Background: an optimization exercise with open tools, aiming at small area, a short achievable clock period and few clock cycles per item. Do not read the settings as production practice. Only simulation tests tie the RTL to the original design; equivalence was not proved.

## flow/flow/run.sh

```bash
#!/bin/bash
set -e
bash standard.sh "BUFFER_PORTS_ARGS=-buffer_cell sky130_fd_sc_hd__buf_1" SETUP_SLACK_MARGIN=5.2 finish > standard.log 2>&1
```

## flow/standard.sh

```bash
#!/bin/bash
# synth_recipe.tcl (not shown) runs the flow's synth.tcl, then flattens the netlist and writes it again
# the make line also repeats each setting of config.mk as NAME=value (left out here)
make -C /OpenROAD-flow-scripts/flow DESIGN_CONFIG=/design/flow/config.mk WORK_HOME=/design/flow/orfs CLKGATE_MAP_FILE= SYNTH_SCRIPT=/design/flow/synth_recipe.tcl "${@:-finish}"
```

## flow/config.mk

```make
export PLATFORM = sky130hd
export DESIGN_NAME = epoch_seconds_to_calendar_unit
export DESIGN_NICKNAME = epoch_seconds_to_calendar_unit
export VERILOG_FILES = /design/flow/design.v
export SDC_FILE = /design/flow/constraint.sdc
export NUM_CORES = 4
export LEC_CHECK = 0
export CAP_MARGIN = 20
export CORE_MARGIN = 2
export CORE_UTILIZATION = 55
export CTS_CLUSTER_DIAMETER = 80
export CTS_CLUSTER_SIZE = 28
export PLACE_DENSITY = 0.7
export SETUP_SLACK_MARGIN = 4.5
export SLEW_MARGIN = 20
```

## flow/constraint.sdc

```tcl
create_clock -name core_clock -period 10.0 [get_ports {clk}]
set_input_delay 2.0000 -clock core_clock [delete_from_list [all_inputs] [get_ports {clk}]]
set_output_delay 2.0000 -clock core_clock [all_outputs]
set_load 0.01 [all_outputs]
```

## flow/design.v

```verilog
`timescale 1ns / 1ps
package esc_pkg;
  localparam int EPOCH_W = 32;
  localparam int TZ_W    = 5;
endpackage
`timescale 1ns / 1ps
module esc_ctrl #(
  parameter int STAGES = 4
) (
  input  logic              clk,
  input  logic              rst_n,
  input  logic              in_valid,
  output logic              in_ready,
  output logic              out_valid,
  input  logic              out_ready,
  output logic              adv          
);
  logic [STAGES-1:0] v_r;
  assign out_valid = v_r[STAGES-1];
  assign adv       = !v_r[STAGES-1] || out_ready;
  assign in_ready  = adv;
  always_ff @(posedge clk) begin
    if (!rst_n) begin
      v_r <= '0;
    end else if (adv) begin
      v_r <= {v_r[STAGES-2:0], in_valid};
    end
  end
endmodule
`timescale 1ns / 1ps
module esc_datapath (
  input  logic                            clk,
  input  logic                            rst_n,
  input  logic                            cfg_wr_en,
  input  logic signed [esc_pkg::TZ_W-1:0] cfg_wr_data,
  input  logic [esc_pkg::EPOCH_W-1:0]     in_epoch_seconds,
  input  logic                            adv,
  output logic                            out_valid_res,
  output logic [5:0]                      out_second,
  output logic [5:0]                      out_minute,
  output logic [4:0]                      out_hour,
  output logic [4:0]                      out_day_of_month,
  output logic [3:0]                      out_month,
  output logic [11:0]                     out_year,
  output logic [2:0]                      out_weekday,
  output logic [8:0]                      out_day_of_year
);
  localparam logic signed [esc_pkg::TZ_W-1:0] TZ_RESET = 5'sd3;
  localparam logic [15:0] DAY_2100_MAR = 16'd47541;
  function automatic logic [7:0] cell15(input logic [3:0] r, input logic [3:0] e);
    logic [4:0] t;
    logic       w;
    t = {1'b0, r} + {1'b0, e};
    w = t[4] | (&t[3:0]);
    cell15 = {t[3:0] + {3'b000, w}, r + {3'b000, w}};
  endfunction
  function automatic logic [3:0] cell3(input logic [1:0] r, input logic [1:0] e);
    logic [3:0] v;
    v = {r, e};
    cell3[3] = (v[3] & !v[1] & !v[0]) |
        (v[2] & !v[1] & v[0]) |
        (v[3] & v[1] & v[0]) |
        (!v[3] & !v[2] & v[1] & !v[0]);
    cell3[2] = (v[2] & !v[1] & !v[0]) |
        (v[3] & v[1] & !v[0]) |
        (v[2] & v[1] & v[0]) |
        (!v[3] & !v[2] & !v[1] & v[0]);
    cell3[1] = (v[3]) |
        (v[2] & v[1]);
    cell3[0] = (v[3] & v[1]) |
        (v[2] & !v[1]) |
        (v[3] & v[0]) |
        (!v[2] & v[1] & v[0]);
  endfunction
  function automatic logic [8:0] mstart(input logic [3:0] m);
    case (m)
      4'd0:    mstart = 9'd0;
      4'd1:    mstart = 9'd31;
      4'd2:    mstart = 9'd61;
      4'd3:    mstart = 9'd92;
      4'd4:    mstart = 9'd122;
      4'd5:    mstart = 9'd153;
      4'd6:    mstart = 9'd184;
      4'd7:    mstart = 9'd214;
      4'd8:    mstart = 9'd245;
      4'd9:    mstart = 9'd275;
      4'd10:   mstart = 9'd306;
      default: mstart = 9'd337;
    endcase
  endfunction
  logic signed [esc_pkg::TZ_W-1:0] tz_r;
  always_ff @(posedge clk) begin
    if (!rst_n) begin
      tz_r <= TZ_RESET;
    end else if (cfg_wr_en) begin
      tz_r <= cfg_wr_data;
    end
  end
  logic [7:0] c16_w, c15_w;
  assign c16_w = cell15(4'd0, in_epoch_seconds[31:28]);
  assign c15_w = cell15(c16_w[7:4], in_epoch_seconds[27:24]);
  logic [19:0] s0_a;      
  logic [3:0]  s0_r1;     
  logic [3:0]  s0_q1;     
  logic        s0_r2;     
  logic [3:0]  s0_lo;
  logic [4:0]  s0_tz;
  always_ff @(posedge clk) begin
    if (adv) begin
      s0_a  <= in_epoch_seconds[23:4];
      s0_r1 <= c15_w[7:4];
      s0_q1 <= c15_w[3:0];
      s0_r2 <= c16_w[0];
      s0_lo <= in_epoch_seconds[3:0];
      s0_tz <= tz_r;
    end
  end
  logic [7:0] c14_w, c13_w, c25_w, c24_w;
  assign c14_w = cell15(s0_r1, s0_a[19:16]);
  assign c13_w = cell15(c14_w[7:4], s0_a[15:12]);
  assign c25_w = cell15({3'b000, s0_r2}, s0_q1);
  assign c24_w = cell15(c25_w[7:4], c14_w[3:0]);
  logic [11:0] s1_a;      
  logic [3:0]  s1_r1;
  logic [3:0]  s1_q1;     
  logic [3:0]  s1_r2;
  logic [4:0]  s1_q2;     
  logic [3:0]  s1_lo;
  logic [4:0]  s1_tz;
  always_ff @(posedge clk) begin
    if (adv) begin
      s1_a  <= s0_a[11:0];
      s1_r1 <= c13_w[7:4];
      s1_q1 <= c13_w[3:0];
      s1_r2 <= c24_w[7:4];
      s1_q2 <= {c25_w[0], c24_w[3:0]};
      s1_lo <= s0_lo;
      s1_tz <= s0_tz;
    end
  end
  logic [7:0]  c12_w, c11_w, c23_w, c22_w;
  logic [21:12] h0t_w;
  logic [1:0]  r3t [6:11];
  logic [21:12] q3t_w;
  assign c12_w = cell15(s1_r1, s1_a[11:8]);
  assign c11_w = cell15(c12_w[7:4], s1_a[7:4]);
  assign c23_w = cell15(s1_r2, s1_q1);
  assign c22_w = cell15(c23_w[7:4], c12_w[3:0]);
  assign h0t_w = {1'b0, s1_q2, c23_w[3:0]};
  always_comb begin
    r3t[11] = 2'd0;
    for (int k = 10; k >= 6; k--) {r3t[k], q3t_w[2*k +: 2]} = cell3(r3t[k+1], h0t_w[2*k +: 2]);
  end
  logic [3:0]  sb_a;      
  logic [3:0]  sb_r1;
  logic [3:0]  sb_q1;     
  logic [3:0]  sb_r2;
  logic [3:0]  sb_q2;     
  logic [1:0]  sb_r3;
  logic [6:0]  sb_q3;     
  logic [3:0]  sb_lo;
  logic [4:0]  sb_tz;
  always_ff @(posedge clk) begin
    if (adv) begin
      sb_a  <= s1_a[3:0];
      sb_r1 <= c11_w[7:4];
      sb_q1 <= c11_w[3:0];
      sb_r2 <= c22_w[7:4];
      sb_q2 <= c22_w[3:0];
      sb_r3 <= r3t[6];
      sb_q3 <= q3t_w[18:12];
      sb_lo <= s1_lo;
      sb_tz <= s1_tz;
    end
  end
  logic [7:0]  c10_w, c21_w, c20_w;
  logic [11:4] h0m_w;
  logic [1:0]  r3a [2:6];
  logic [11:4] q3m_w;
  logic [5:0]  x_w;
  logic [1:0]  mlo_w;
  logic [3:0]  xr_w;
  assign c10_w = cell15(sb_r1, sb_a);
  assign c21_w = cell15(sb_r2, sb_q1);
  assign c20_w = cell15(c21_w[7:4], c10_w[3:0]);
  assign h0m_w = {sb_q2, c21_w[3:0]};
  always_comb begin
    r3a[6] = sb_r3;
    for (int k = 5; k >= 2; k--) {r3a[k], q3m_w[2*k +: 2]} = cell3(r3a[k+1], h0m_w[2*k +: 2]);
  end
  assign x_w   = {c10_w[7:4], sb_lo[3:2]};
  assign mlo_w = 2'(x_w / 6'd15);
  assign xr_w  = 4'(x_w % 6'd15);
  logic [9:0]  ys_w;
  logic [9:0]  d0hi_w;
  assign d0hi_w = {sb_q3, q3m_w[11:9]};
  assign ys_w   = 10'(d0hi_w) - 10'(d0hi_w[9:2]) - 10'(d0hi_w[9:4])
                + 10'(d0hi_w[9:6]) + 10'd8;
  logic [4:0]  whs_w;
  assign whs_w = 5'(sb_q3[6]) + 5'(sb_q3[5:3]) + 5'(sb_q3[2:0]) + 5'd4;
  logic [3:0]  s2_q2;     
  logic [7:0]  s2_ye;
  logic [4:0]  s2_wh;
  logic [1:0]  s2_r3;
  logic [14:0] s2_q3;     
  logic [5:0]  s2_min;
  logic [5:0]  s2_sec;
  logic [4:0]  s2_tz;
  always_ff @(posedge clk) begin
    if (adv) begin
      s2_q2  <= c20_w[3:0];
      s2_ye  <= ys_w[9:2];
      s2_wh  <= whs_w;
      s2_r3  <= r3a[2];
      s2_q3  <= {sb_q3, q3m_w[11:4]};
      s2_min <= {c20_w[7:4], mlo_w};
      s2_sec <= {xr_w, sb_lo[1:0]};
      s2_tz  <= sb_tz;
    end
  end
  logic [1:0]  r3b [0:2];
  logic [3:0]  q3lo_w;
  logic [4:0]  hod_w;
  logic signed [6:0] h_w;
  logic        up_w;
  logic        dn_w;
  logic [4:0]  hour_w;
  logic        c_w;
  always_comb begin
    r3b[2] = s2_r3;
    for (int k = 1; k >= 0; k--) {r3b[k], q3lo_w[2*k +: 2]} = cell3(r3b[k+1], s2_q2[2*k +: 2]);
  end
  logic [3:0] lm3a_w, lm3b_w, k_w;
  assign lm3a_w = cell3(2'd0, {1'b0, s2_q2[2]});
  assign lm3b_w = cell3(lm3a_w[3:2], s2_q2[1:0]);              
  assign k_w    = cell3({r3b[0][0], r3b[0][1]}, lm3b_w[3:2]);   
  assign hod_w  = {k_w[3:2], s2_q2[2:0]};
  assign h_w    = 7'(hod_w) + 7'(signed'(s2_tz));
  assign up_w   = (h_w >= 7'sd24);
  assign dn_w   = h_w[6];
  assign hour_w = up_w ? 5'(h_w - 7'sd24) : dn_w ? 5'(h_w + 7'sd24) : 5'(h_w);
  logic [15:0] d0_w;
  assign d0_w = {s2_q3, q3lo_w[3]};
  assign c_w  = (d0_w >= DAY_2100_MAR + 16'd1) || (d0_w == DAY_2100_MAR && !dn_w) ||
                (d0_w == DAY_2100_MAR - 16'd1 && up_w);
  logic [7:0]  ye_w;
  logic [9:0]  k_ye_w;
  logic [9:0]  base_w;
  assign ye_w   = s2_ye;
  assign k_ye_w = 10'd671 - {ye_w, 8'd0} - {1'b0, ye_w, 7'd0} + {2'b00, ye_w, 4'd0}
                + {1'b0, ye_w, 1'b0} + 10'(ye_w) - 10'(ye_w[7:2]);
  assign base_w = d0_w[9:0] + k_ye_w;
  logic [15:0] dev_w;
  logic [5:0]  ws_w;
  logic [3:0]  ws2_w;
  logic [2:0]  we_w;
  logic [2:0]  wb_w;
  assign dev_w = {s2_q3, 1'b0};
  assign ws_w  = 6'(dev_w[8:6]) + 6'(dev_w[5:3]) + 6'(dev_w[2:0]) + 6'(s2_wh);
  assign ws2_w = 4'(ws_w[2:0]) + 4'(ws_w[5:3]);
  assign we_w  = (ws2_w >= 4'd7) ? 3'(ws2_w - 4'd7) : ws2_w[2:0];
  assign wb_w  = !q3lo_w[3] ? we_w : (we_w == 3'd6) ? 3'd0 : we_w + 3'd1;   
  logic [7:0]  s3_y;      
  logic [9:0]  s3_base;   
  logic [2:0]  s3_wb;     
  logic        s3_up;
  logic        s3_dn;
  logic        s3_c;
  logic [4:0]  s3_hour;
  logic        s3_neg;
  logic [5:0]  s3_min;
  logic [5:0]  s3_sec;
  always_ff @(posedge clk) begin
    if (adv) begin
      s3_y    <= ye_w;
      s3_base <= base_w;
      s3_wb   <= wb_w;
      s3_up   <= up_w;
      s3_dn   <= dn_w;
      s3_c    <= c_w;
      s3_hour <= hour_w;
      s3_neg  <= dn_w && (d0_w == 16'd0);
      s3_min  <= s2_min;
      s3_sec  <= s2_sec;
    end
  end
  logic [9:0]  dme_w;
  logic        back_w;
  logic [7:0]  y_w;
  logic [8:0]  dm_w;
  logic [3:0]  mp_w;
  logic [2:0]  wd_w;
  assign dme_w  = s3_base + (s3_up ? (s3_c ? 10'd2 : 10'd1) :
                             s3_dn ? (s3_c ? 10'd0 : 10'h3ff) : (s3_c ? 10'd1 : 10'd0));
  assign back_w = dme_w[9];
  assign y_w    = s3_y - 8'(back_w);
  assign dm_w   = back_w ? dme_w[8:0] + 9'd365 + 9'(s3_y[1:0] == 2'b00) : dme_w[8:0];
  assign wd_w   = s3_up ? ((s3_wb == 3'd6) ? 3'd0 : s3_wb + 3'd1) :
                  s3_dn ? ((s3_wb == 3'd0) ? 3'd6 : s3_wb - 3'd1) : s3_wb;
  always_comb begin
    mp_w = 4'd0;
    for (int m = 1; m < 12; m++) begin
      if (dm_w >= mstart(4'(m))) mp_w = 4'(m);
    end
  end
  logic [7:0]  s5_y;
  logic [8:0]  s5_dm;
  logic [3:0]  s5_mp;
  logic [2:0]  s5_wd;
  logic [4:0]  s5_hour;
  logic        s5_neg;
  logic [5:0]  s5_min;
  logic [5:0]  s5_sec;
  always_ff @(posedge clk) begin
    if (adv) begin
      s5_y    <= y_w;
      s5_dm   <= dm_w;
      s5_mp   <= mp_w;
      s5_wd   <= wd_w;
      s5_hour <= s3_hour;
      s5_neg  <= s3_neg;
      s5_min  <= s3_min;
      s5_sec  <= s3_sec;
    end
  end
  logic        j_w;
  logic        leap_w;
  assign j_w    = (s5_mp >= 4'd10);
  assign leap_w = (s5_y[1:0] == 2'b00) && (s5_y[7:2] != 6'd33);
  assign out_valid_res    = !s5_neg;
  assign out_second       = s5_neg ? 6'd0  : s5_sec;
  assign out_minute       = s5_neg ? 6'd0  : s5_min;
  assign out_hour         = s5_neg ? 5'd0  : s5_hour;
  assign out_day_of_month = s5_neg ? 5'd0  : 5'(s5_dm - mstart(s5_mp)) + 5'd1;
  assign out_month        = s5_neg ? 4'd0  : j_w ? s5_mp - 4'd10 : s5_mp + 4'd2;
  assign out_year         = s5_neg ? 12'd0 : 12'd1968 + 12'(s5_y) + 12'(j_w);
  assign out_weekday      = s5_neg ? 3'd0  : s5_wd;
  assign out_day_of_year  = s5_neg ? 9'd0  : j_w ? s5_dm - 9'd306 : s5_dm + 9'd59 + 9'(leap_w);
endmodule
`timescale 1ns / 1ps
module epoch_seconds_to_calendar_unit (
  input  logic                            clk,
  input  logic                            rst_n,
  input  logic                            cfg_wr_en,
  input  logic signed [esc_pkg::TZ_W-1:0] cfg_wr_data,
  input  logic                            in_valid,
  output logic                            in_ready,
  input  logic [esc_pkg::EPOCH_W-1:0]     in_epoch_seconds,
  output logic                            out_valid,
  input  logic                            out_ready,
  output logic                            out_valid_res,
  output logic [5:0]                      out_second,
  output logic [5:0]                      out_minute,
  output logic [4:0]                      out_hour,
  output logic [4:0]                      out_day_of_month,
  output logic [3:0]                      out_month,
  output logic [11:0]                     out_year,
  output logic [2:0]                      out_weekday,
  output logic [8:0]                      out_day_of_year
);
  logic adv;
  esc_ctrl #(.STAGES(6)) u_ctrl (
    .clk       (clk),
    .rst_n     (rst_n),
    .in_valid  (in_valid),
    .in_ready  (in_ready),
    .out_valid (out_valid),
    .out_ready (out_ready),
    .adv       (adv)
  );
  esc_datapath u_datapath (
    .clk              (clk),
    .rst_n            (rst_n),
    .cfg_wr_en        (cfg_wr_en),
    .cfg_wr_data      (cfg_wr_data),
    .in_epoch_seconds (in_epoch_seconds),
    .adv              (adv),
    .out_valid_res    (out_valid_res),
    .out_second       (out_second),
    .out_minute       (out_minute),
    .out_hour         (out_hour),
    .out_day_of_month (out_day_of_month),
    .out_month        (out_month),
    .out_year         (out_year),
    .out_weekday      (out_weekday),
    .out_day_of_year  (out_day_of_year)
  );
endmodule
```

==> flow_metrics.env, run 1 <==
export IMPL_status="timing/DRC/antenna clean"
export IMPL_seq_area_frac_synth=0.452
export IMPL_required_ns=8.00
export IMPL_fmax_mhz=210
export IMPL_crit_top_cell="ha_1"
export IMPL_synth_fa_ha_area_frac=0.209
export IMPL_worstMarginPinSlew_ns=1.07
export IMPL_die_height_um=180
export IMPL_layout_common_cells="edfxtp_1 (249), ha_1 (200), inv_1 (142)"
export IMPL_nFillCells=2463
export IMPL_syn_cell_area_sq_um=17000
export IMPL_ant_nets=0
export IMPL_cts_root_buffer="clkbuf_16"
export IMPL_antenna_cells=0
export IMPL_ioPinCount=95
export IMPL_setup_viol=0
export IMPL_grt_pass1_wl_mm=48.6
export IMPL_fin_crit_sh=0.475
export IMPL_mappedNetlistNets=1779
export IMPL_die_area_sq_um=32400
export IMPL_synth_compound_area_frac=0.0963
export IMPL_drive_gt1_frac=0.0627
export IMPL_hp_start="u_datapath.s2_min[5]"
export IMPL_fin_tns_setup_ns=0
export IMPL_synth_xor_area_frac=0.0829
export IMPL_syn_area_per_cell_sq_um=11.5
export IMPL_cts_buffer_depth=3
export IMPL_worstPathMaxFanout=5
export IMPL_syn2layout_area_growth_pct=9.09
export IMPL_r2r_end="u_datapath.s2_sec[3]"
export IMPL_place_ws_ns=4.38
export IMPL_yosysUniqueCellTypes=74
export IMPL_muxShareOfSynthArea=0.0169
export IMPL_crit_buf_inv=3
export IMPL_grt_pass1_vias=10900
export IMPL_arrival_ns=2.75
export IMPL_rsz0062_at_grt="yes"
export IMPL_cts_made_buffers=16
export IMPL_end_kind="output port"
export IMPL_synth_ff_type="edfxtp_1"
export IMPL_grt_overflow=0
export IMPL_yosysWarningCount=5
export IMPL_mostFrequentLayoutCell="edfxtp_1"
export IMPL_fp_coreArea_sq_um=30600
export IMPL_start_util=0.557
export IMPL_async_reset_ff_frac=0
export IMPL_worstHoldPathCells=0
export IMPL_setup_slack_ns=5.25
export IMPL_num_rows=64
export IMPL_synth_simple_area_share=0.103
export IMPL_via_count=10800
export IMPL_fin_nets=1883
export IMPL_critical_path_slowest_cell="edfxtp_1"
export IMPL_worst_setup_path_type="flop to output port"
export IMPL_wl_met2_mm=14.6
export IMPL_ys_ff_latch=260
export IMPL_crit_chain="buf_4 > ha_1 > nor3_1 > nand2b_4 > inv_1 > ha_2 > ha_1 > nand3_1 > nand2_1 > a211oi_1 > clkbuf_2"
export IMPL_cts_tree="done"
export IMPL_path_clk_slew_ns=0.10
export IMPL_grtUsageTotal=0.175
export IMPL_cap_violations=0
export IMPL_critPathTopFamily="adder cells"
export IMPL_route_detailed_drc=0
export IMPL_hp_class="flop to flop"
export IMPL_io_buffers=94
export IMPL_routed_via_density=5.43
export IMPL_dp_hpwl_mm=20.6
export IMPL_wl_mm=27.7
export IMPL_gp_congestion=0.815
export IMPL_first_pass_iters=5
export IMPL_rr_startpoint="u_datapath.sb_r1[1]"
export IMPL_antenna_found_initial=0
export IMPL_cts_max_level=1
export IMPL_post_route_min_period_ns=4.75
export IMPL_drt_met1_wl_mm=11.5
export IMPL_relSlewSlack=0.284
export IMPL_skew_ns=0.0252
export IMPL_highest_layer="met4"
export IMPL_drt_iter0_drc=434
export IMPL_holdPathEnd="u_datapath.s3_min[5]"
export IMPL_cp_start_kind="flop"
export IMPL_synth_top_family_by_area="adder cells"
export IMPL_met3_length_um=905
export IMPL_post_layout_nonfiller_instances=1992
export IMPL_die_w_um=180
export IMPL_clk_latency_ns=0.50
export IMPL_hold_viol=0
export IMPL_postSynthCellCount=1482
export IMPL_place_inst=1946
export IMPL_wl_per_cell_um=13.9
export IMPL_cts_sinks=260
export IMPL_grt_max_degree=204
export IMPL_critical_path_max_stage_delay_ns=0.43
export IMPL_ff2ff_setup_slack_ns=5.42
export IMPL_drv_slew=0
export IMPL_rr_worst_depth=19
export IMPL_synth_edf_count=249
## sequential cells by signal, indices dropped and copies added (netlist names), 6 cells and up
name	cells
u_ctrl.v_r	6
u_datapath.s0_a	20
u_datapath.s1_a	12
u_datapath.s2_min	6
u_datapath.s2_q3	15
u_datapath.s2_sec	6
u_datapath.s2_ye	8
u_datapath.s3_base	10
u_datapath.s3_min	6
u_datapath.s3_sec	6
u_datapath.s3_y	8
u_datapath.s5_dm	9
u_datapath.s5_min	6
u_datapath.s5_sec	6
u_datapath.s5_y	8
u_datapath.sb_q3	7
## cell type report
type | count | area, sq um | share of cell area
repair inverters | 2 | 10.0 | 0.000538
inverters | 151 | 571 | 0.0307
repair buffers | 112 | 515 | 0.0277
multi-input cells | 1043 | 8790 | 0.473
well taps | 396 | 495 | 0.0266
flip-flops and latches | 260 | 7700 | 0.414
clock buffers | 21 | 440 | 0.0237
clock inverters | 7 | 71.3 | 0.00384
## kinds of logic after synthesis
| group | count (synthesis) |
|---|---|
| DFF | 260 |
| buffers and inverters | 179 |
| AOI/OAI and AO/OA | 254 |
| and+or+nand+nor | 350 |
| adders and majority gates | 256 |
| muxes | 28 |
| xor gates and xnor gates | 155 |
## stage by stage
stage               hold slack [ns]  area (sq um)  utilization
floorplan                     0.400         17100            -
detailed placement            0.405         17800        0.582
finish                        0.419         18600        0.608
global route                  0.430         18600        0.608
global placement              0.400         17800        0.582
CTS                           0.425         18400        0.603
## how the worst max path moves through the flow
stage                                    from      endpoint  slack [ns]  depth (start not counted)
after floorplan                     out_ready      in_ready        2.99                          3
after global placement              out_ready      in_ready        4.42                          4
after detailed placement            out_ready      in_ready        4.38                          4
after CTS                           out_ready      in_ready        5.19                          4
after global routing      u_datapath.s5_mp[1]   out_year[8]        5.10                         11
final                     u_datapath.s5_mp[1]  out_year[10]        5.25                         11
## per-layer routing
metal	vias up	global-route usage
li1	5502	-
met1	5092	0.208
met2	178	0.335
met3	46	0.0198
met4	0	0.0487
met5	-	0
## timing repair
action | CTS | global route
hold buffers | 0 | 0
buffers inserted | 8 | 7
setup endpoints to repair | 17 | 19
cloned | 2 | 0
resized for setup | 17 | 19
pin swaps | 5 | 8
## cell usage after synthesis (12+ instances only)
library cell / number / share of area
edfxtp_1: 249 / 0.44
clkbuf_1: 23 / 0.0051
nand2_1: 75 / 0.017
ha_1: 206 / 0.15
xor2_1: 56 / 0.029
nor2_1: 88 / 0.019
o21ai_0: 50 / 0.015
nand3_1: 41 / 0.012
inv_1: 148 / 0.033
nor2b_1: 44 / 0.016
fa_1: 49 / 0.058
a31oi_1: 12 / 0.0044
nor3_1: 22 / 0.0065
nand2b_1: 19 / 0.0070
mux2i_1: 22 / 0.013
a21oi_1: 74 / 0.022
o211ai_1: 12 / 0.0053
a21o_1: 37 / 0.016
xnor2_1: 94 / 0.048
Testbench counts, summed over its fixed seeds: cycles 2,632, items 2,560.
==> inputs of run 2 (changes only) <==
--- a/flow/config.mk
+++ b/flow/config.mk
@@ -7,9 +7,8 @@
 export LEC_CHECK = 0
 export CAP_MARGIN = 20
 export CORE_MARGIN = 2
-export CORE_UTILIZATION = 55
+export CORE_UTILIZATION = 40
 export CTS_CLUSTER_DIAMETER = 80
 export CTS_CLUSTER_SIZE = 28
-export PLACE_DENSITY = 0.7
 export SETUP_SLACK_MARGIN = 4.5
 export SLEW_MARGIN = 20
==> run 2 against run 1 <==
Still clean on timing, DRC and antenna. Non-clock buffer count up 5. Clock skew up 0.0064 ns. Register-to-register slack better by 0.05 ns. First-iteration DRC count up 2.1%. Design area up 1.1%. Core utilization down 16 points. Global-route usage down 4.6 points. Highest routed layer unchanged. Largest cell class unchanged. Maximum frequency down 0.95%.
==> flow_metrics.env, run 2 <==
export IMPL_synth_top_area_frac=0.439
export IMPL_worstMarginPinSlew_ns=0.965
export IMPL_antenna_found_initial=0
export IMPL_grt_pass1_wl_mm=48.2
export IMPL_fin_nets=1888
export IMPL_first_pass_iters=6
export IMPL_wl_mm=28.9
export IMPL_drive_gt1_frac=0.0688
export IMPL_antenna_cells=0
export IMPL_wl_per_cell_um=13.5
export IMPL_fp_coreArea_sq_um=42000
export IMPL_synth_top_area_cell="edfxtp_1"
export IMPL_post_route_min_period_ns=4.80
export IMPL_syn2layout_area_growth_pct=10.3
export IMPL_clk_latency_ns=0.52
export IMPL_grt_overflow=0
export IMPL_rsz0062_at_grt="yes"
export IMPL_status="timing/DRC/antenna clean"
export IMPL_holdPathEnd="u_datapath.sb_a[3]"
export IMPL_cts_made_buffers=17
export IMPL_required_ns=8.00
export IMPL_syn_area_per_cell_sq_um=11.5
export IMPL_postSynthCellCount=1482
export IMPL_synth_most_common_cell="edfxtp_1"
export IMPL_die_area_sq_um=44300
export IMPL_ys_ff_latch=260
export IMPL_worstHoldPathCells=0
export IMPL_route_detailed_drc=0
export IMPL_gp_congestion=0.825
export IMPL_seq_area_frac_synth=0.452
export IMPL_dp_hpwl_mm=21.5
export IMPL_hp_class="flop to flop"
export IMPL_largest_register_ffs=20
export IMPL_cp_start_kind="flop"
export IMPL_synth_ff_type="edfxtp_1"
export IMPL_relSlewSlack=0.357
export IMPL_num_rows=75
export IMPL_drt_iter0_drc=443
export IMPL_end_kind="output port"
export IMPL_layout_common_cells="edfxtp_1 (249), ha_1 (201), inv_1 (143)"
export IMPL_yosysWarningCount=5
export IMPL_cts_sinks=260
export IMPL_grt_max_degree=79
export IMPL_syn_cell_area_sq_um=17000
export IMPL_cts_tree="done"
export IMPL_fin_crit_sh=0.480
export IMPL_ant_nets=0
export IMPL_reg_top3="u_datapath.s0_a: 20 flops, u_datapath.s2_q3: 15 flops, u_datapath.s1_a: 12 flops"
export IMPL_grt_pass1_vias=10300
export IMPL_top_register="u_datapath.s0_a"
export IMPL_hold_viol=0
export IMPL_cts_hold_buf=0
export IMPL_rr_startpoint="u_datapath.s2_q3[5]"
export IMPL_start_util=0.405
export IMPL_fmax_mhz=208
export IMPL_hp_start="u_datapath.s1_a[3]"
export IMPL_worst_setup_path_type="flop to output port"
export IMPL_mappedNetlistNets=1779
export IMPL_die_w_um=210
export IMPL_io_buffers=94
export IMPL_cap_violations=0
export IMPL_ff2ff_setup_slack_ns=5.47
export IMPL_grtUsageTotal=0.129
export IMPL_cts_max_level=1
export IMPL_die_height_um=210
export IMPL_rr_worst_depth=16
export IMPL_routed_via_density=5.00
export IMPL_synth_area_leaders="edfxtp_1 (44%), ha_1 (15%), fa_1 (5.8%)"
export IMPL_arrival_ns=2.80
export IMPL_skew_ns=0.0317
export IMPL_fin_tns_setup_ns=0
export IMPL_via_count=10700
export IMPL_path_clk_slew_ns=0.10
export IMPL_worstPathMaxFanout=4
export IMPL_setup_viol=0
export IMPL_mostFrequentLayoutCell="edfxtp_1"
export IMPL_async_reset_ff_frac=0
export IMPL_r2r_end="u_datapath.s3_wb[2]"
export IMPL_postLayoutCoreUtil=0.447
export IMPL_cts_root_buffer="clkbuf_16"
export IMPL_synth_edf_count=249
export IMPL_drv_slew=0
export IMPL_synthTopCellsByCount="edfxtp_1 (249), ha_1 (206), inv_1 (148), xnor2_1 (94), nor2_1 (88)"
export IMPL_cts_buffer_depth=3
export IMPL_ioPinCount=95
export IMPL_yosysUniqueCellTypes=74
==> run 2: cell counts after synthesis <==
No cell type changed its count.
==> run 2: cell type report <==
cell class | count | area (sq um)
fillers | 3901 | 23200
multi-input cells | 1043 | 8780
flip-flops and latches | 260 | 7700
well taps | 539 | 674
inverters | 151 | 571
repair buffers | 117 | 538
clock buffers | 17 | 425
clock inverters | 10 | 108
repair inverters | 1 | 5.00
==> run 2: stage by stage <==
| step | area, sq um | setup slack (ns) | cells | hold WS, ns |
|---|---|---|---|---|
| after floorplan | 17100 | 2.99 | 1482 | 0.400 |
| after global placement | 18000 | 4.84 | 2091 | 0.401 |
| after detailed placement | 18000 | 4.83 | 2091 | 0.405 |
| after CTS | 18600 | 5.10 | 2126 | 0.428 |
| after global routing | 18800 | 5.05 | 2138 | 0.431 |
| final | 18800 | 5.20 | 2138 | 0.424 |
==> run 2: cell families (layout without fill, tap and decap cells) <==
| family | after synthesis | after routing | share of synthesized area |
|---|---|---|---|
| compound gates | 254 | 254 | 0.0963 |
| flops | 260 | 260 | 0.452 |
| fa+ha+maj | 256 | 256 | 0.209 |
| simple gates | 350 | 350 | 0.103 |
| mux | 28 | 28 | 0.0169 |
| xor+xnor | 155 | 155 | 0.0829 |
| buf+inv | 179 | 296 | 0.0404 |
==> run 2: how the worst max path moves through the flow <==
stage                        startpoint                  end  slack [ns]
floorplan                     out_ready             in_ready        2.99
detailed placement            out_ready             in_ready        4.83
CTS                 u_datapath.s5_mp[1]         out_year[10]        5.10
global route        u_datapath.s5_mp[1]  out_day_of_month[4]        5.05
finish              u_datapath.s5_mp[1]  out_day_of_month[2]        5.20
global placement              out_ready             in_ready        4.84
==> run 2: metal layers <==
metal,global-route usage,wire length (um)
met1,0.161,13000
met2,0.238,14500
met3,0.0162,915
met4,0.0301,495
met5,0,0
==> run 2: what timing repair did <==
action / in CTS / in global routing
gates resized for setup: 7 / 34
pin swaps: 0 / 8
cloned: 1 / 0
setup endpoints to repair: 17 / 21
hold endpoints to repair: 0 / 0
setup buffers: 7 / 12
==> run 2: critical path: stages, from the launching register on <==
cell	delay (ns)
edfxtp_1	0.39
inv_2	0.08
ha_4	0.27
mux2i_1	0.18
o31a_1	0.16
ha_1	0.22
inv_1	0.06
ha_2	0.18
inv_2	0.04
fa_2	0.51
nor2_1	0.04
buf_2	0.16
==> inputs of run 3 (changes only) <==
==> flow/flow/run.sh (replaced) <==
#!/bin/bash
set -e
bash standard.sh "BUFFER_PORTS_ARGS=-buffer_cell sky130_fd_sc_hd__buf_1" SETUP_SLACK_MARGIN=5.4 finish > standard.log 2>&1
==> run 3 against run 2 <==
Still clean on timing, DRC and antenna. Synthesized cell count unchanged. Die area unchanged. Design area up 1.8%. Worst hold slack better by 0.0024 ns.
==> flow_metrics.env, run 3 <==
export IMPL_hold_viol=0
export IMPL_synthTopCellsByCount="edfxtp_1 (249), ha_1 (206), inv_1 (148), xnor2_1 (94), nor2_1 (88)"
export IMPL_mostFrequentLayoutCell="edfxtp_1"
export IMPL_cts_max_level=1
export IMPL_die_area_sq_um=44300
export IMPL_postSynthCellCount=1482
export IMPL_wl_per_cell_um=13.6
export IMPL_cts_tree="done"
export IMPL_fin_tns_setup_ns=0
export IMPL_gp_congestion=0.825
export IMPL_fmax_mhz=209
export IMPL_synth_edf_count=249
export IMPL_clk_latency_ns=0.51
export IMPL_hp_class="flop to flop"
export IMPL_rsz0062_at_grt="yes"
export IMPL_post_route_min_period_ns=4.79
export IMPL_worstPathMaxFanout=4
export IMPL_relSlewSlack=0.356
export IMPL_cp_start_kind="flop"
export IMPL_top_register="u_datapath.s0_a"
export IMPL_synth_simple_area_share=0.103
export IMPL_setup_viol=0
export IMPL_ys_ff_latch=260
export IMPL_synth_ff_type="edfxtp_1"
export IMPL_r2r_end="u_datapath.s2_sec[3]"
export IMPL_worstHoldPathCells=0
export IMPL_fp_coreArea_sq_um=42000
export IMPL_synth_compound_area_frac=0.0963
export IMPL_cts_made_buffers=17
export IMPL_drive_gt1_frac=0.0977
export IMPL_cts_root_buffer="clkbuf_16"
export IMPL_syn_area_per_cell_sq_um=11.5
export IMPL_synth_top_area_cell="edfxtp_1"
export IMPL_synth_top_family_by_area="adder cells"
export IMPL_ant_nets=0
export IMPL_worstMarginPinSlew_ns=0.966
export IMPL_hp_start="u_datapath.s1_a[2]"
export IMPL_required_ns=8.00
export IMPL_setup_slack_ns=5.21
export IMPL_async_reset_ff_frac=0
export IMPL_worst_setup_path_type="flop to output port"
export IMPL_path_clk_slew_ns=0.10
export IMPL_fin_nets=1906
export IMPL_crit_top_cell="ha_4"
export IMPL_first_pass_iters=5
export IMPL_syn2layout_area_growth_pct=12.3
export IMPL_yosysUniqueCellTypes=74
export IMPL_critPathTopFamily="adder cells"
export IMPL_mappedNetlistNets=1779
export IMPL_grt_overflow=0
export IMPL_reg_top3="u_datapath.s0_a: 20 flops, u_datapath.s2_q3: 15 flops, u_datapath.s1_a: 12 flops"
export IMPL_grt_pass1_wl_mm=48.7
export IMPL_dp_hpwl_mm=21.5
export IMPL_via_count=10800
export IMPL_ioPinCount=95
export IMPL_layout_common_cells="edfxtp_1 (249), ha_1 (195), inv_1 (141)"
export IMPL_nFillCells=3870
export IMPL_ff2ff_setup_slack_ns=5.61
export IMPL_crit_chain="inv_2 > ha_4 > mux2i_1 > o31a_1 > ha_4 > inv_4 > ha_4 > inv_2 > fa_2 > nor2_1 > buf_2"
export IMPL_rr_worst_depth=20
export IMPL_status="timing/DRC/antenna clean"
export IMPL_fin_crit_sh=0.479
export IMPL_post_dp_cell_area_sq_um=18000
export IMPL_holdPathEnd="u_datapath.sb_a[2]"
export IMPL_yosysWarningCount=5
export IMPL_cap_violations=0
export IMPL_synth_top_area_frac=0.439
export IMPL_die_height_um=210
export IMPL_antenna_cells=0
export IMPL_skew_ns=0.0310
export IMPL_num_rows=75
export IMPL_synth_area_leaders="edfxtp_1 (44%), ha_1 (15%), fa_1 (5.8%)"
export IMPL_synth_fa_ha_area_frac=0.209
export IMPL_drt_iter0_drc=418
export IMPL_cts_sinks=260
export IMPL_antenna_found_initial=0
export IMPL_grtUsageTotal=0.130
export IMPL_die_w_um=210
export IMPL_rr_startpoint="u_datapath.sb_r1[1]"
export IMPL_drv_slew=0
export IMPL_largest_register_ffs=20
export IMPL_muxShareOfSynthArea=0.0169
export IMPL_arrival_ns=2.79
export IMPL_place_ws_ns=4.83
export IMPL_wl_mm=29.3
export IMPL_critical_path_max_stage_delay_ns=0.51
export IMPL_grt_pass1_vias=10500
export IMPL_synth_most_common_cell="edfxtp_1"
export IMPL_syn_cell_area_sq_um=17000
export IMPL_io_buffers=94
export IMPL_critical_path_slowest_cell="fa_2"
export IMPL_cts_buffer_depth=3
export IMPL_seq_area_frac_synth=0.452
export IMPL_end_kind="output port"
export IMPL_synth_xor_area_frac=0.0829
export IMPL_crit_buf_inv=4
export IMPL_routed_via_density=5.02
export IMPL_route_detailed_drc=0
export IMPL_grt_max_degree=79
export IMPL_start_util=0.405
export IMPL_design_area_sq_um=19100
==> run 3: cell counts after synthesis <==
No cell type changed its count.
==> run 3: cells by family (layout without fill, tap and decap cells) <==
kind of cell / count (synthesis) / in the layout
xor+xnor: 155 / 155
mux: 28 / 28
flops: 260 / 260
simple gates: 350 / 350
fa+ha+maj: 256 / 256
compound gates: 254 / 254
buf+inv: 179 / 314
==> run 3: stage by stage <==
step                hold WS (ns)  instances   util
finish                     0.426       2156  0.455
global route               0.431       2156  0.455
CTS                        0.428       2137  0.447
detailed placement         0.405       2091  0.428
global placement           0.401       2091  0.428
floorplan                  0.400       1482      -
==> run 3: repair_timing <==
action	4_1_cts	5_1_grt
hold buffers	0	0
buffers inserted	18	19
gates resized for setup	36	49
cloned	1	0
setup endpoints to repair	24	25
pin swaps	6	17
==> run 3: worst reg2reg max path, cell delays in order (launching register included) <==
cell and delay (ns):
edfxtp_1 0.46, buf_4 0.18, fa_1 0.47, a21o_1 0.20, a21oi_1 0.15, nand2_1 0.10
ha_2 0.21, ha_4 0.28, nand2_1 0.10, nor2_2 0.15, nand2_1 0.11, and2_1 0.19
ha_1 0.21, nand2_1 0.11, nor2_2 0.05, or2_2 0.27, a21oi_2 0.15, a21oi_2 0.05
ha_1 0.20, a31o_2 0.24, mux2_2 0.27
==> run 3: worst max-delay path by stage <==
stage	slack (ns)	cells past startpoint	to	startpoint
finish	5.21	11	out_day_of_month[2]	u_datapath.s5_mp[1]
global route	5.09	11	out_day_of_month[2]	u_datapath.s5_mp[1]
CTS	5.19	11	out_day_of_month[2]	u_datapath.s5_mp[1]
detailed placement	4.83	4	in_ready	out_ready
global placement	4.84	4	in_ready	out_ready
floorplan	2.99	3	in_ready	out_ready
==> run 3: cell type report <==
class | instances | area, sq um | share of cell area
repair buffers | 135 | 682 | 0.0356
well taps | 539 | 674 | 0.0352
clock inverters | 10 | 108 | 0.00562
repair inverters | 1 | 5.00 | 0.000262
flip-flops and latches | 260 | 7700 | 0.402
multi-input cells | 1043 | 8970 | 0.469
inverters | 151 | 576 | 0.0301
clock buffers | 17 | 425 | 0.0222
==> run 3: routing by layer <==
metal,share of wire,vias up,wire (um),GRT usage
met5,0,-,0,0
met4,0.017,0,509,0.0316
met3,0.033,33,970,0.0164
met2,0.51,154,14900,0.241
met1,0.44,5094,12900,0.161
li1,-,5539,-,-
==> inputs of run 4 (changes only) <==
==> flow/flow/run.sh (replaced) <==
#!/bin/bash
set -e
bash standard.sh "BUFFER_PORTS_ARGS=-buffer_cell sky130_fd_sc_hd__buf_1" SETUP_SLACK_MARGIN=5.0 finish > standard.log 2>&1
==> run 4 against run 3 <==
Still clean on timing, DRC and antenna. Clock-buffer cell count unchanged. Die area unchanged. First-iteration DRC count grew 4.8%. Non-clock buffer count is 23 lower. Setup slack worse by 0.050 ns. Via count decreased by 1.2%. Routed wire length down 2.2%. Sequential share of layout area grew 0.98 points. Design area shrank 2.4%. Flip-flop and latch count is the same.
==> flow_metrics.env, run 4 <==
export IMPL_status="timing/DRC/antenna clean"
export IMPL_mostFrequentLayoutCell="edfxtp_1"
export IMPL_gp_congestion=0.825
export IMPL_ant_nets=0
export IMPL_path_clk_slew_ns=0.10
export IMPL_ys_ff_latch=260
export IMPL_synth_edf_count=249
export IMPL_cts_root_buffer="clkbuf_16"
export IMPL_num_rows=75
export IMPL_clk_latency_ns=0.51
export IMPL_first_pass_iters=5
export IMPL_ioPinCount=95
export IMPL_mappedNetlistNets=1779
export IMPL_top_register="u_datapath.s0_a"
export IMPL_cts_sinks=260
export IMPL_drv_slew=0
export IMPL_seq_area_frac_synth=0.452
export IMPL_grtUsageTotal=0.129
export IMPL_postSynthCellCount=1482
export IMPL_hp_start="u_datapath.s1_a[3]"
export IMPL_end_kind="output port"
export IMPL_syn_area_per_cell_sq_um=11.5
export IMPL_syn2layout_area_growth_pct=9.58
export IMPL_yosysWarningCount=5
export IMPL_antenna_found_initial=0
export IMPL_arrival_ns=2.84
export IMPL_synth_ff_type="edfxtp_1"
export IMPL_post_route_min_period_ns=4.84
export IMPL_drt_iter0_drc=438
export IMPL_fp_coreArea_sq_um=42000
export IMPL_postLayoutCoreUtil=0.444
export IMPL_fin_crit_sh=0.484
export IMPL_cp_start_kind="flop"
export IMPL_fin_nets=1883
export IMPL_route_detailed_drc=0
export IMPL_hold_viol=0
export IMPL_cts_hold_buf=0
export IMPL_required_ns=8.00
export IMPL_post_dp_cell_area_sq_um=18000
export IMPL_syn_cell_area_sq_um=17000
export IMPL_die_w_um=210
export IMPL_relSlewSlack=0.357
export IMPL_routed_via_density=5.01
export IMPL_io_buffers=94
export IMPL_grt_pass1_vias=10300
export IMPL_cts_buffer_depth=3
export IMPL_worst_setup_path_type="flop to output port"
export IMPL_cap_violations=0
export IMPL_grt_max_degree=79
export IMPL_fin_tns_setup_ns=0
export IMPL_start_util=0.405
export IMPL_worstPathMaxFanout=4
export IMPL_wl_mm=28.6
export IMPL_cts_tree="done"
export IMPL_yosysUniqueCellTypes=74
export IMPL_die_area_sq_um=44300
export IMPL_async_reset_ff_frac=0
export IMPL_worstMarginPinSlew_ns=0.965
export IMPL_synth_top_area_cell="edfxtp_1"
export IMPL_hp_class="flop to flop"
export IMPL_grt_overflow=0
export IMPL_drive_gt1_frac=0.0514
export IMPL_largest_register_ffs=20
export IMPL_rsz0062_at_grt="no"
export IMPL_setup_viol=0
export IMPL_synth_most_common_cell="edfxtp_1"
export IMPL_synthTopCellsByCount="edfxtp_1 (249), ha_1 (206), inv_1 (148), xnor2_1 (94), nor2_1 (88)"
export IMPL_reg_top3="u_datapath.s0_a: 20 flops, u_datapath.s2_q3: 15 flops, u_datapath.s1_a: 12 flops"
export IMPL_wl_per_cell_um=13.4
export IMPL_dp_hpwl_mm=21.5
export IMPL_via_count=10700
export IMPL_synth_top_area_frac=0.439
export IMPL_rr_startpoint="u_datapath.s3_dn"
export IMPL_crit_path_start="u_datapath.s5_mp[1]"
export IMPL_antenna_cells=0
export IMPL_grt_pass1_wl_mm=48.1
export IMPL_design_area_sq_um=18700
export IMPL_die_height_um=210
export IMPL_fmax_mhz=207
export IMPL_cts_max_level=1
export IMPL_skew_ns=0.0300
export IMPL_layout_common_cells="edfxtp_1 (249), ha_1 (204), inv_1 (145)"
export IMPL_hold_ws_ns=0.424
export IMPL_synth_area_leaders="edfxtp_1 (44%), ha_1 (15%), fa_1 (5.8%)"
export IMPL_cts_made_buffers=17
==> run 4: cell counts after synthesis <==
No cell type changed its count.
==> run 4: stage by stage <==
stage	cells	setup slack (ns)
floorplan	1482	2.99
global route	2133	4.99
finish	2133	5.16
CTS	2123	5.02
detailed placement	2091	4.83
global placement	2091	4.84
==> run 4: routing by layer <==
metal / wire [um] / track usage
met1: 12700 / 0.161
met2: 14300 / 0.237
met3: 1070 / 0.0162
met4: 528 / 0.0301
met5: 0 / 0
==> run 4: critical path, stage by stage (launching register included) <==
cell      delay [ns]
edfxtp_1        0.45
buf_4           0.17
buf_4           0.12
ha_1            0.17
o211ai_1        0.20
o31ai_1         0.12
ha_1            0.20
ha_2            0.17
inv_1           0.06
fa_2            0.42
nor2_1          0.10
clkbuf_2        0.14
==> run 4: cell families after synthesis <==
family	share of synthesized area
buf+inv	0.0404
simple gates	0.103
fa+ha+maj	0.209
compound gates	0.0963
flops	0.452
mux	0.0169
xor+xnor	0.0829
==> run 4: repair_timing <==
item,4_1_cts,5_1_grt
buffers inserted,4,10
cloned,1,0
gates resized for setup,4,9
pin swaps,0,0
setup endpoints to repair,11,10
endpoints found under the hold margin,0,0
==> run 4: worst paths after layout <==
kind	end	slack, ns	cells after the start
max reg2reg	u_datapath.s5_mp[1]	5.35	12
min reg2reg	u_datapath.sb_a[3]	0.42	0
max	out_day_of_month[2]	5.16	11
min	u_datapath.sb_a[3]	0.42	0
==> run 4: final cells by class <==
| class | count | area (sq um) |
|---|---|---|
| Clock inverter | 10 | 108 |
| Tap cell | 539 | 674 |
| Sequential cell | 260 | 7700 |
| Timing Repair inverter | 1 | 5.00 |
| Timing Repair Buffer | 112 | 492 |
| Fill cell | 3914 | 23400 |
| Clock buffer | 17 | 425 |
| Multi-Input combinational cell | 1043 | 8710 |
| Inverter | 151 | 571 |
==> inputs of run 5 (changes only) <==
==> flow/run.sh (new file) <==
#!/bin/bash
# synth_recipe.tcl (not shown) runs the flow's synth.tcl, then flattens the netlist and writes it again
# the make line also repeats each setting of config.mk as NAME=value (left out here)
make -C /OpenROAD-flow-scripts/flow DESIGN_CONFIG=/design/flow/config.mk WORK_HOME=/design/flow/orfs CLKGATE_MAP_FILE= SYNTH_SCRIPT=/design/flow/synth_recipe.tcl finish
--- a/flow/config.mk
+++ b/flow/config.mk
@@ -10,5 +10,5 @@
 export CORE_UTILIZATION = 40
 export CTS_CLUSTER_DIAMETER = 80
 export CTS_CLUSTER_SIZE = 28
-export SETUP_SLACK_MARGIN = 4.5
+export SETUP_SLACK_MARGIN = 5
 export SLEW_MARGIN = 20
removed: flow/flow/run.sh
removed: flow/standard.sh
==> run 5 against run 4 <==
Clock-buffer cell count unchanged. Worst hold slack got worse by 0.0099 ns. Area after synthesis did not move. First-iteration DRC count rose by 18%. Critical endpoint is now out_day_of_month[1]. Highest routed layer unchanged.
==> flow_metrics.env, run 5 <==
export IMPL_status="timing/DRC/antenna clean"
export IMPL_cts_hold_buf=0
export IMPL_ioPinCount=95
export IMPL_seq_area_frac_synth=0.452
export IMPL_ys_ff_latch=260
export IMPL_dp_hpwl_mm=22.2
export IMPL_cts_root_buffer="clkbuf_16"
export IMPL_synth_most_common_cell="edfxtp_1"
export IMPL_synth_area_leaders="edfxtp_1 (44%), ha_1 (15%), fa_1 (5.8%)"
export IMPL_async_reset_ff_frac=0
export IMPL_synth_top_family_by_area="adder cells"
export IMPL_io_buffers=94
export IMPL_critical_path_max_stage_delay_ns=0.55
export IMPL_wl_met2_mm=14.6
export IMPL_cts_sinks=260
export IMPL_worstPathMaxFanout=2
export IMPL_hp_class="flop to flop"
export IMPL_wl_mm=29.1
export IMPL_relSlewSlack=0.311
export IMPL_drive_gt1_frac=0.0583
export IMPL_ant_nets=0
export IMPL_first_pass_iters=4
export IMPL_num_rows=75
export IMPL_synth_ff_type="edfxtp_1"
export IMPL_reg_top3="u_datapath.s0_a: 20 flops, u_datapath.s2_q3: 15 flops, u_datapath.s1_a: 12 flops"
export IMPL_die_area_sq_um=44300
export IMPL_muxShareOfSynthArea=0.0169
export IMPL_layout_common_cells="edfxtp_1 (249), ha_1 (203), inv_1 (144)"
export IMPL_drt_met1_wl_mm=12.9
export IMPL_critPathTopFamily="buffers and inverters"
export IMPL_hp_start="u_datapath.s3_hour[1]"
export IMPL_grt_max_degree=85
export IMPL_fin_nets=1884
export IMPL_via_count=10700
export IMPL_fp_coreArea_sq_um=42000
export IMPL_syn_area_per_cell_sq_um=11.5
export IMPL_start_util=0.405
export IMPL_post_dp_cell_area_sq_um=18600
export IMPL_mappedNetlistNets=1779
export IMPL_worstMarginPinSlew_ns=1.03
export IMPL_cp_start_kind="flop"
export IMPL_synth_compound_area_frac=0.0963
export IMPL_wl_per_cell_um=13.6
export IMPL_top_register="u_datapath.s0_a"
export IMPL_drv_slew=0
export IMPL_cap_violations=0
export IMPL_gp_congestion=0.837
export IMPL_cts_made_buffers=17
export IMPL_path_clk_slew_ns=0.10
export IMPL_clk_latency_ns=0.51
export IMPL_fmax_mhz=202
export IMPL_drt_iter0_drc=515
export IMPL_end_kind="output port"
export IMPL_required_ns=8.00
export IMPL_yosysWarningCount=5
export IMPL_ff2ff_setup_slack_ns=5.26
export IMPL_r2r_end="u_datapath.s5_mp[1]"
export IMPL_place_inst=2091
export IMPL_worstHoldPathCells=0
export IMPL_rr_startpoint="u_datapath.s3_dn"
export IMPL_grt_pass1_wl_mm=50.1
export IMPL_synth_top_area_frac=0.439
export IMPL_cts_max_level=1
export IMPL_synth_edf_count=249
export IMPL_synthTopCellsByCount="edfxtp_1 (249), ha_1 (206), inv_1 (148), xnor2_1 (94), nor2_1 (88)"
export IMPL_post_route_min_period_ns=4.94
export IMPL_design_area_sq_um=19400
export IMPL_rsz0062_at_grt="yes"
export IMPL_setup_viol=0
export IMPL_antenna_found_initial=0
export IMPL_grt_overflow=0
export IMPL_crit_chain="buf_4 > buf_4 > ha_1 > o31a_1 > ha_1 > inv_1 > ha_2 > nor2b_1 > clkdlybuf4s50_1"
export IMPL_largest_register_ffs=20
export IMPL_post_layout_nonfiller_instances=2135
export IMPL_yosysUniqueCellTypes=74
export IMPL_synth_fa_ha_area_frac=0.209
export IMPL_grtUsageTotal=0.134
export IMPL_fin_crit_sh=0.494
export IMPL_grt_pass1_vias=10900
export IMPL_critical_path_slowest_cell="clkdlybuf4s50_1"
export IMPL_synth_simple_area_share=0.103
export IMPL_worst_setup_path_type="flop to output port"
export IMPL_die_w_um=210
export IMPL_cts_tree="done"
export IMPL_syn2layout_area_growth_pct=13.5
export IMPL_synth_xor_area_frac=0.0829
export IMPL_routed_via_density=5.03
export IMPL_fin_tns_setup_ns=0
export IMPL_synth_top_area_cell="edfxtp_1"
export IMPL_skew_ns=0.0147
export IMPL_highest_layer="met4"
export IMPL_rr_worst_depth=12
export IMPL_die_height_um=210
export IMPL_mostFrequentLayoutCell="edfxtp_1"
export IMPL_route_detailed_drc=0
export IMPL_arrival_ns=2.94
export IMPL_met3_length_um=794
export IMPL_antenna_cells=0
export IMPL_syn_cell_area_sq_um=17000
export IMPL_crit_buf_inv=4
export IMPL_postSynthCellCount=1482
export IMPL_cts_buffer_depth=3
export IMPL_holdPathEnd="u_datapath.s5_hour[1]"
export IMPL_hold_viol=0
## run 5: cell counts after synthesis
Identical to the previous run, type by type.
## run 5: cell families (layout without fill, tap and decap cells)
kind of cell | after synthesis | count (layout)
AND/OR/NAND/NOR | 350 | 350
flip-flops | 260 | 260
adder cells (fa/ha/maj) | 256 | 256
AO/OA/AOI/OAI | 254 | 254
buffers and inverters | 179 | 293
XOR/XNOR | 155 | 155
multiplexers | 28 | 28
## run 5: timing repair
action | 4_1_cts | 5_1_grt
pin swaps | 0 | 3
gates cloned | 1 | 0
setup buffers | 11 | 4
resized for setup | 19 | 21
endpoints found under the setup margin | 20 | 19
## run 5: metal layers
metal | track usage | vias to the layer above
li1 | - | 5503
met1 | 0.164 | 5056
met2 | 0.249 | 143
met3 | 0.0145 | 45
met4 | 0.0359 | 0
met5 | 0 | -
## run 5: area by class of cell
type                    count  area (sq um)
fillers                  3893         22700
multi-input cells        1043          8740
flip-flops and latches    260          7700
repair buffers            113          1080
well taps                 539           674
inverters                 151           574
clock buffers              17           425
clock inverters            11           158
repair inverters            1          5.00
## run 5: worst max path at each step
stage	from	endpoint	depth (start not counted)	slack (ns)
floorplan	out_ready	in_ready	3	2.99
global placement	out_ready	in_ready	4	3.93
detailed placement	out_ready	in_ready	4	3.89
CTS	u_datapath.s5_mp[0]	out_year[7]	11	4.99
global route	u_datapath.s5_mp[0]	out_day_of_month[1]	9	4.94
finish	u_datapath.s5_mp[0]	out_day_of_month[1]	9	5.06
## run 5: metrics by stage
step / hold WS (ns) / util / setup slack (ns)
floorplan: 0.400 / - / 2.99
finish: 0.414 / 0.460 / 5.06
detailed placement: 0.405 / 0.442 / 3.89
global route: 0.426 / 0.460 / 4.94
global placement: 0.401 / 0.442 / 3.93
CTS: 0.417 / 0.459 / 4.99

port drivers added, routing unchanged:
Ports are ideal in the flow. The routed layouts listed here were re-timed in OpenROAD. Step 1 sets driving cells, clkbuf_16 on the clock port and buf_2 on the other inputs (assumed; they add their load-dependent delay and slew). Step 2 also shifts input and output timing later by t, the mid clock arrival at the registers, as if the neighbouring blocks saw the same clock. a / b / c = ideal / step 1 / step 2; a / b = the first two.
run | t, ns | slack for setup (ns) | hold WS [ns] | latest minus earliest clock arrival (ns) | worst data-port slew with drivers (ns)
run 1 | 0.540 | 5.249 / 5.200 / 5.277 | 0.419 / 0.419 / 0.419 | 0.033 / 0.033 | 0.04
run 2 | 0.554 | 5.203 / 5.148 / 5.274 | 0.424 / 0.424 / 0.424 | 0.033 / 0.033 | 0.05
run 3 | 0.554 | 5.208 / 5.153 / 5.274 | 0.426 / 0.426 / 0.426 | 0.032 / 0.032 | 0.05
run 4 | 0.553 | 5.158 / 5.103 / 5.275 | 0.424 / 0.424 / 0.424 | 0.031 / 0.031 | 0.05
run 5 | 0.557 | 5.055 / 5.002 / 4.864 | 0.414 / 0.414 / 0.414 | 0.018 / 0.017 | 0.04
After both steps setup and hold are still met in every run listed. For run 5, which loses most, drivers alone change the setup slack by -0.053 ns; drivers and shift together by -0.191 ns.
